Background: an optimization exercise with open tools, aiming at small area, a short achievable clock period and few clock cycles per item. Do not read the settings as production practice.
Function was checked by simulation only, so behaviour that the tests miss may differ from the original.
Power and IR drop assume default switching activity.

== v32 ==
Design cle_top, start of the top module:
module cle_top (
    input  logic       clk,
    input  logic       reset,
    input  logic [7:0] rom_q,
    output logic [6:0] rom_a,
    output logic [9:0] sram_a,
    output logic [7:0] sram_d,
    output logic       sram_wen,
    output logic       finish
);
clock: 8.0 ns
lec_check: 0
cap_margin: 20
core_margin: 2
core_utilization: 40
setup_slack_margin: 5
slew_margin: 20
tns_end_percent: 20
run.sh (not shown) runs the stock make flow with config.mk's settings and CLKGATE_MAP_FILE= SYNTH_SCRIPT=/design/flow/synth_recipe.tcl, a recipe that flattens the netlist after the stock synthesis.
Testbench counts of v32, summed over its fixed seeds: cycles 25,664, items 24.
The inputs of v30 differ from those of v32 as listed below.
diff --git a/flow/design.v b/flow/design.v
--- a/flow/design.v
+++ b/flow/design.v
@@ -231,14 +231,18 @@
         else if (p2)            wdat = lab2;
         else if (ph == PH_SAVE) wdat = {3'b000, fri};
         else                    wdat = tq;
     end
     always_ff @(posedge clk) begin
         for (int x = 0; x < 32; x++) begin
-            if ((ph == PH_CLR) || (wen_u && qoh[x]) || relabel[x])
-                up[x] <= (ph == PH_CLR) ? 8'd0 : wdat;
+            if (ph == PH_CLR)
+                up[x] <= '0;
+            else if (wen_u && qoh[x])
+                up[x] <= wdat;
+            else if (relabel[x])
+                up[x] <= w;
         end
     end
     assign tw_sv = (ph == PH_SAVE) && qv && qL;
     always_comb begin
         twe = 1'b1;
         if (alloc_t) begin
--- outcome ---
Between v32 and v30, the number of combinational gates with multiple inputs is higher for v30.
CTS buffer count shrinks slightly when moving from v32 to v30.
Run comparison: v32 beginning of the critical path poX[25]$_DFFE_PP_; v30 beginning of the critical path sram_a[4]$_DFFE_PN_
Comparing v32 and v30, the higher placed cell area is on v30.
The number of global-route vias before repair in v30 sits 5.0% above the value recorded for v32.
Final worst-path cycle share down 0.23 points in v30 wrt v32
v30 ends up with a number of antenna violations at the first check in global routing that is 4 lower than in v32.
All of v32 and v30 finish clean.
Testbench counts of v30, summed over its fixed seeds: cycles 25,664, items 24.

Setup of the baseline:
cle_top, a different RTL version from the one above (not shown whole).
Size: about 37 I/O pins, ~0.055 mm^2 of cells after synthesis.
// cle_top
module cle_top (
    input  logic       clk,
    input  logic       reset,
    input  logic [7:0] rom_q,
    output logic [6:0] rom_a,
    output logic [9:0] sram_a,
    output logic [7:0] sram_d,
    output logic       sram_wen,
    output logic       finish
);
clock: 8.0 ns
lec_check: 0
cap_margin: 20
core_margin: 2
core_utilization: 40
setup_slack_margin: 5
slew_margin: 20
tns_end_percent: 0
The baseline was carried through to the last stage, and its layout satisfied the timing, DRC and antenna checks.
Testbench counts of the baseline, summed over its fixed seeds: cycles 25,568, items 24.
Changes in the candidate relative to the baseline:
--- a/flow/design.v
+++ b/flow/design.v
@@ -82,15 +82,16 @@
     logic        skip_r;
     logic [7:0]  rdX, rdD, crX, crD;
     logic        hitX, hitD;
     logic [7:0]  opA;
     logic [31:0] mA, mD, relabel;
     logic [6:0]  cnt1;
     logic [6:0]  xid, xid_n;
-    logic        xfree, xok, xstep, need_x;
+    logic        xfree, xok, xstep, need_x, xchk;
+    logic [3:0]  xpart;
     logic        ovf;
     logic [4:0]  rovf, rseg;
     logic [5:0]  endr;
     logic [4:0]  fri, nfr;
     logic [8:0]  tab [0:C-1];
     logic [CW-1:0] ridx, rk, rk1;
     logic        tfwd;
@@ -256,14 +257,17 @@
         end else begin
             twi = dlt ? qX[CW-1:0] : qD[CW-1:0];
             twd = {1'b0, w};
             twe = merge && (dlt ? (!qX[7] && (qX[4:0] >= nfr)) : (!qD[7] && (qD[4:0] >= nfr)));
         end
     end
     always_ff @(posedge clk) begin
+        xpart <= {|mA[31:24], |mA[23:16], |mA[15:8], |mA[7:0]};
+    end
+    always_ff @(posedge clk) begin
         tw_i <= twi;
         tw_d <= twd;
         if (tw_v) tab[tw_i] <= tw_d;
     end
     always_comb begin
         if (ph == PH_RST) begin
             ridx = CW'(fri);
@@ -479,14 +483,15 @@
             qv       <= 1'b0;
             rs       <= RS_INIT;
             pv_ok    <= 1'b0;
             cnt      <= '0;
             xid      <= '0;
             xfree    <= 1'b0;
             xok      <= 1'b0;
+            xchk     <= 1'b0;
             tw_v     <= 1'b0;
             p1       <= 1'b0;
             p2       <= 1'b0;
             walk     <= 1'b0;
             mrgPos   <= 1'b0;
             finish   <= 1'b0;
             sram_wen <= 1'b1;
@@ -496,21 +501,22 @@
                 else                 pv <= 1'b0;
             end else if (pre_done || p2_done) begin
                 pv <= 1'b0;
             end else if (padv) begin
                 pv <= emit;
             end
             if (adv) qv <= padv && pv;
+            xchk  <= (ph != PH_CLR) && !mrgPos && !xstep;
             if (ph == PH_CLR) begin
                 xok <= 1'b0;
             end else if (xstep) begin
                 xok <= 1'b0;
-            end else if (!mrgPos) begin
+            end else if (xchk) begin
                 xok   <= 1'b1;
-                xfree <= !(|mA);
+                xfree <= (xpart == 4'd0);
             end
             xid <= xid_n;
             tw_v <= twe;
             if (adv) mrgPos <= padv && p1 && pv && !pU && (pL || pUL) && pUR;
             if (p2) begin
                 case (rs)
                     RS_INIT: rs <= RS_R2;
Findings:
No stage failed in the candidate, and the final checks on the layout all came back clean.
The candidate against the baseline; final cell count is up by a few percent.
Delta (the candidate minus the baseline): clock period minus worst slack has decreased; hold slack has decreased; final worst-path cycle share has decreased; combinational power has increased; summed area of non-filler cells in the final layout has increased.
Delta (the candidate minus the baseline): detailed placement HPWL now larger, non-clock buffer count now larger, setup slack now larger.
Testbench counts of the candidate, summed over its fixed seeds: cycles 25,664, items 24.

[afterwards: timing with drivers on the ports]
How much do the figures lean on ideal ports? The routed layouts below were timed once more, with nothing changed but the port constraints.
Step 1 sets driving cells, clkbuf_16 on the clock port and buf_2 on the other inputs (assumed; they add their load-dependent delay and slew).
Step 2, shift: input delay + t, output delay - t, t = (earliest + latest rising clock arrival at the registers) / 2. This alone moves slack from input paths to output paths.
Slacks: ideal ports / drivers / drivers and shift; pairs: ideal ports / drivers.
run | t (ns) | slack for setup (ns) | hold WS [ns] | latest minus earliest clock arrival (ns) | cell pins on the clock port's net
v32 | 0.826 | 4.778 / 4.760 / 4.778 | 0.377 / 0.377 / 0.377 | 0.105 / 0.105 | 1
v30 | 0.817 | 4.796 / 4.711 / 4.798 | 0.385 / 0.385 / 0.385 | 0.088 / 0.088 | 1
the baseline | 0.849 | 4.508 / 4.508 / 4.508 | 0.382 / 0.382 / 0.382 | 0.065 / 0.065 | 1
the candidate | 0.836 | 4.644 / 4.644 / 4.644 | 0.378 / 0.378 / 0.378 | 0.117 / 0.117 | 1
After both steps every run listed still meets setup and hold.
